Context: an optimization exercise on an open-source flow, tuned for small area, a short achievable clock period and few clock cycles per item. The choices shown serve that exercise and are no tape-out recipe.
Where RTL was checked, it was by simulation tests only, not by an equivalence proof against the original.
No activity file was given, so power comes from the tool's default toggle rates.

// cnn_layer_top
module cnn_layer_top
(
    input  logic        clk,
    input  logic        reset,
    input  logic [15:0] i_rd_base,
    input  logic [15:0] i_wr_base,
    output logic [15:0] o_rd_addr1,
    output logic [15:0] o_rd_addr2,
    input  logic [7:0]  i_rd_data1,
    input  logic [7:0]  i_rd_data2,
    output logic        o_wr_en,
    output logic [15:0] o_wr_addr,
    output logic [7:0]  o_wr_data,
    output logic        o_done
);
Size in the first run: roughly 560 flip-flops, roughly 110 I/O pins, about 46000 um^2 of cells after synthesis.
==> flow/config.mk <==
export PLATFORM = sky130hd
export DESIGN_NAME = cnn_layer_top
export DESIGN_NICKNAME = cnn_layer_top
export VERILOG_FILES = /design/flow/design.v
export SDC_FILE = /design/flow/constraint.sdc
export NUM_CORES = 4
export LEC_CHECK = 0
export CAP_MARGIN = 20
export CORE_MARGIN = 2
export CORE_UTILIZATION = 40
export CTS_CLUSTER_DIAMETER = 120
export CTS_CLUSTER_SIZE = 20
export SLEW_MARGIN = 20
export SYNTH_HIERARCHICAL = 1
==> flow/constraint.sdc <==
create_clock -name core_clock -period 12.0 [get_ports {clk}]
set_input_delay 2.4000 -clock core_clock [delete_from_list [all_inputs] [get_ports {clk}]]
set_output_delay 2.4000 -clock core_clock [all_outputs]
set_load 0.01 [all_outputs]
standard.sh (not shown) runs the stock make flow with config.mk's settings and CLKGATE_MAP_FILE= SYNTH_SCRIPT=/design/flow/synth_recipe.tcl, a recipe that flattens the netlist after the stock synthesis.
==> flow/flow/run.sh <==
#!/bin/bash
# The standard layout (the standard.sh: standard synthesis, floorplan,
# placement, CTS, routing, all unchanged), with two settings for the tools:
# repair_timing aims for a setup margin of 8.2 ns, so that it also works on
# paths well inside the 12 ns clock, and the port buffers are buf_2 cells.
# The SDC (clock period, I/O delays, loads) is the standard flow's, unchanged.
set -o pipefail
bash standard.sh SETUP_SLACK_MARGIN=8.2 "BUFFER_PORTS_ARGS=-buffer_cell sky130_fd_sc_hd__buf_2" finish > standard_flow.log 2>&1
Testbench counts at the start, summed over its fixed seeds: cycles 3,008, layers 64.
==> next run, changes <==
==> flow/flow/run.sh (replaced) <==
#!/bin/bash
# The standard layout (the standard.sh: standard synthesis, floorplan,
# placement, CTS, routing, all unchanged), with two settings for the tools:
# repair_timing aims for a setup margin of 8.3 ns, so that it also works on
# paths well inside the 12 ns clock, and the port buffers are buf_4 cells.
# The SDC (clock period, I/O delays, loads) is the standard flow's, unchanged.
set -o pipefail
bash standard.sh SETUP_SLACK_MARGIN=8.3 "BUFFER_PORTS_ARGS=-buffer_cell sky130_fd_sc_hd__buf_4" finish > standard_flow.log 2>&1
Power fell by 0.74%. Via count barely changes. Cell area rose by 0.78%. Routed wire length goes up by 1.9%. Fmax is lower by 0.50%. Global-route usage climbs by 0.19 points. First-iteration DRC count drops by 0.52%. Hold slack stays flat.


cnn_layer_top, a different RTL version from the one above (not shown whole).
Size in the first run: roughly 4,000 cells after synthesis, ~630 flip-flops, ~110 I/O pins, ~48,000 um^2 of cells after synthesis.
clock: 12.0 ns
lec_check: 0
cap_margin: 20
core_margin: 2
core_utilization: 40
cts_cluster_diameter: 120
cts_cluster_size: 20
slew_margin: 20
synth_hierarchical: 1
==> flow/flow/run.sh <==
#!/bin/bash
# The standard layout (the standard.sh: standard synthesis, floorplan,
# placement, CTS, routing, all unchanged), with two settings for the tools:
# repair_timing aims for a setup margin of 8.2 ns, so that it also works on
# paths well inside the 12 ns clock, and the port buffers are buf_4 cells.
# The SDC (clock period, I/O delays, loads) is the standard flow's, unchanged.
set -o pipefail
bash standard.sh SETUP_SLACK_MARGIN=8.2 "BUFFER_PORTS_ARGS=-buffer_cell sky130_fd_sc_hd__buf_4" finish > standard_flow.log 2>&1
==> next run, changes <==
==> flow/run.sh (new file) <==
#!/bin/bash
# synth_recipe.tcl (not shown) runs the flow's synth.tcl, then flattens the netlist and writes it again
# the make line also repeats each setting of config.mk as NAME=value (left out here)
make -C /OpenROAD-flow-scripts/flow DESIGN_CONFIG=/design/flow/config.mk WORK_HOME=/design/flow/orfs CLKGATE_MAP_FILE= SYNTH_SCRIPT=/design/flow/synth_recipe.tcl finish
removed: flow/flow/run.sh
removed: flow/standard.sh
Effect: Sequential power hardly moves; synthesized area does not change; utilization decreases by 1.5 points.
No functional check of the RTL was part of any run of this note.


## job 481
cnn_layer_top, a different RTL version from the one above (not shown whole).
Size: about 0.047 mm^2 of cells after synthesis.
clock: 12.0 ns
lec_check: 0
cap_margin: 20
core_margin: 2
core_utilization: 40
cts_cluster_diameter: 120
cts_cluster_size: 20
slew_margin: 20
synth_hierarchical: 1
run.sh (not shown) runs the stock make flow with config.mk's settings and CLKGATE_MAP_FILE= SYNTH_SCRIPT=/design/flow/synth_recipe.tcl, a recipe that flattens the netlist after the stock synthesis.
Stock flow here: none of the scripts above is used.
### job 481 -> job 9838
# job 481
export LEC_CHECK = 0
export CAP_MARGIN = 20
export CORE_MARGIN = 2
export CORE_UTILIZATION = 40
export CTS_CLUSTER_DIAMETER = 120
export CTS_CLUSTER_SIZE = 20
export SLEW_MARGIN = 20
export SYNTH_HIERARCHICAL = 1
create_clock -name core_clock -period 12.0 [get_ports {clk}]
# job 9838
export LEC_CHECK = 0
export CAP_MARGIN = 20
export CORE_MARGIN = 2
export CORE_UTILIZATION = 40
export CTS_CLUSTER_DIAMETER = 200
export CTS_CLUSTER_SIZE = 24
export SLEW_MARGIN = 20
export SYNTH_HIERARCHICAL = 1
create_clock -name core_clock -period 12.0 [get_ports {clk}]
==> summary.txt <==
- A cell type of the slowest stage on the worst timing path of sky130_fd_sc_hd__dfxtp_1 is what job 481 shows, while sky130_fd_sc_hd__clkinv_1 belongs to job 9838.
- Job 481 → job 9838: sequential power share higher; count of H-tree levels built during CTS went down 1; clock network power decreased by 16% relative to the old numbers; sequential share of layout area grew by 0.16 points.
Function was not checked in any run of this note: the RTL went through the layout flow alone.


== v6 ==
cnn_layer_top with an RTL version that a note above also has.
For scale: roughly 3900 cells after synthesis, ~560 flip-flops, roughly 110 I/O pins, roughly 46000 sq um of cells after synthesis.
==> flow/design.v (excerpt) <==
module cnn_layer_top
(
    input  logic        clk,
    input  logic        reset,
    input  logic [15:0] i_rd_base,
    input  logic [15:0] i_wr_base,
    output logic [15:0] o_rd_addr1,
    output logic [15:0] o_rd_addr2,
    input  logic [7:0]  i_rd_data1,
    input  logic [7:0]  i_rd_data2,
    output logic        o_wr_en,
    output logic [15:0] o_wr_addr,
    output logic [7:0]  o_wr_data,
    output logic        o_done
);
==> flow/config.mk <==
export PLATFORM = sky130hd
export DESIGN_NAME = cnn_layer_top
export DESIGN_NICKNAME = cnn_layer_top
export VERILOG_FILES = /design/flow/design.v
export SDC_FILE = /design/flow/constraint.sdc
export NUM_CORES = 4
export LEC_CHECK = 0
export CAP_MARGIN = 20
export CORE_MARGIN = 2
export CORE_UTILIZATION = 40
export CTS_CLUSTER_DIAMETER = 120
export CTS_CLUSTER_SIZE = 20
export SLEW_MARGIN = 20
export SYNTH_HIERARCHICAL = 1
==> flow/constraint.sdc <==
create_clock -name core_clock -period 12.0 [get_ports {clk}]
set_input_delay 2.4000 -clock core_clock [delete_from_list [all_inputs] [get_ports {clk}]]
set_output_delay 2.4000 -clock core_clock [all_outputs]
set_load 0.01 [all_outputs]
standard.sh (not shown) runs the stock make flow with config.mk's settings and CLKGATE_MAP_FILE= SYNTH_SCRIPT=/design/flow/synth_recipe.tcl, a recipe that flattens the netlist after the stock synthesis.
==> flow/flow/run.sh <==
#!/bin/bash
# The standard layout (the standard.sh: standard synthesis, floorplan,
# placement, CTS, routing, all unchanged), with two settings for the tools:
# repair_timing aims for a setup margin of 8.2 ns, so that it also works on
# paths well inside the 12 ns clock, and the port buffers are buf_4 cells.
# The SDC (clock period, I/O delays, loads) is the standard flow's, unchanged.
set -o pipefail
bash standard.sh SETUP_SLACK_MARGIN=8.2 REMOVE_ABC_BUFFERS=1 "BUFFER_PORTS_ARGS=-buffer_cell sky130_fd_sc_hd__buf_4" finish > standard_flow.log 2>&1
Testbench counts of v6, summed over its fixed seeds: cycles 3,008, layers 64.
Edits applied to the flow inputs when going from v6 to v7:
==> flow/flow/run.sh <==
#!/bin/bash
# The standard layout (the standard.sh: standard synthesis, floorplan,
# placement, CTS, routing, all unchanged), with two settings for the tools:
# repair_timing aims for a setup margin of 8.0 ns, so that it also works on
# paths well inside the 12 ns clock, and the port buffers are buf_4 cells.
# The SDC (clock period, I/O delays, loads) is the standard flow's, unchanged.
set -o pipefail
bash standard.sh SETUP_SLACK_MARGIN=8.0 "BUFFER_PORTS_ARGS=-buffer_cell sky130_fd_sc_hd__buf_4" finish > standard_flow.log 2>&1
Findings:
Summary of v7 over v6: flip-flop and latch area fell 1.6%, global routing usage summed across all routing layers saw little to no change.
Number of buffers and inverters on the critical path down 1 in v7 wrt v6
v7: full flow OK, the timing, DRC and antenna checks passed
v6 vs v7, launching instance or port of the critical path: u_lane_b.nq[56] vs wa_top[1][3]
In v7 the power turned out about 3.6% lower than in v6.

-- static timing again, ports no longer ideal --
In the flow no input, the clock included, has a driving cell. The finished layouts below were timed again as built, in two steps.
Step 1 assumes that a clkbuf_16 drives the clock port and a buf_2 every other input.
Step 2 also shifts input and output timing later by t, the mid clock arrival at the registers, as if the neighbouring blocks saw the same clock.
Slacks: no drivers / after step 1 / after step 2; pairs: no drivers / after step 1.
run | t, ns | setup WS [ns] | worst setup path after step 2 | worst register clock-pin slew, ns | pins driven straight from the clock port
the first run of note 1 | 0.676 | 8.181 / 8.181 / 7.707 | input to register | 0.10 / 0.10 | 1
the second run of note 1 | 0.669 | 8.161 / 8.161 / 7.910 | input to register | 0.09 / 0.09 | 1
the first run of note 2 | 0.691 | 8.135 / 8.135 / 7.810 | input to register | 0.10 / 0.10 | 1
the second run of note 2 | 0.669 | 7.909 / 7.855 / 7.382 | input to register | 0.10 / 0.10 | 1
job 481 | 0.692 | 7.706 / 7.706 / 7.057 | input to register | 0.10 / 0.10 | 1
job 9838 | 0.718 | 7.728 / 7.730 / 7.049 | input to register | 0.12 / 0.12 | 1
v6 | 0.682 | 8.128 / 8.128 / 7.736 | input to register | 0.09 / 0.09 | 1
v7 | 0.671 | 8.010 / 8.010 / 7.848 | input to register | 0.10 / 0.10 | 1
After both steps every run listed still meets setup and hold. For job 9838, which loses most, drivers alone change the setup slack by +0.002 ns; drivers and shift together by -0.679 ns.
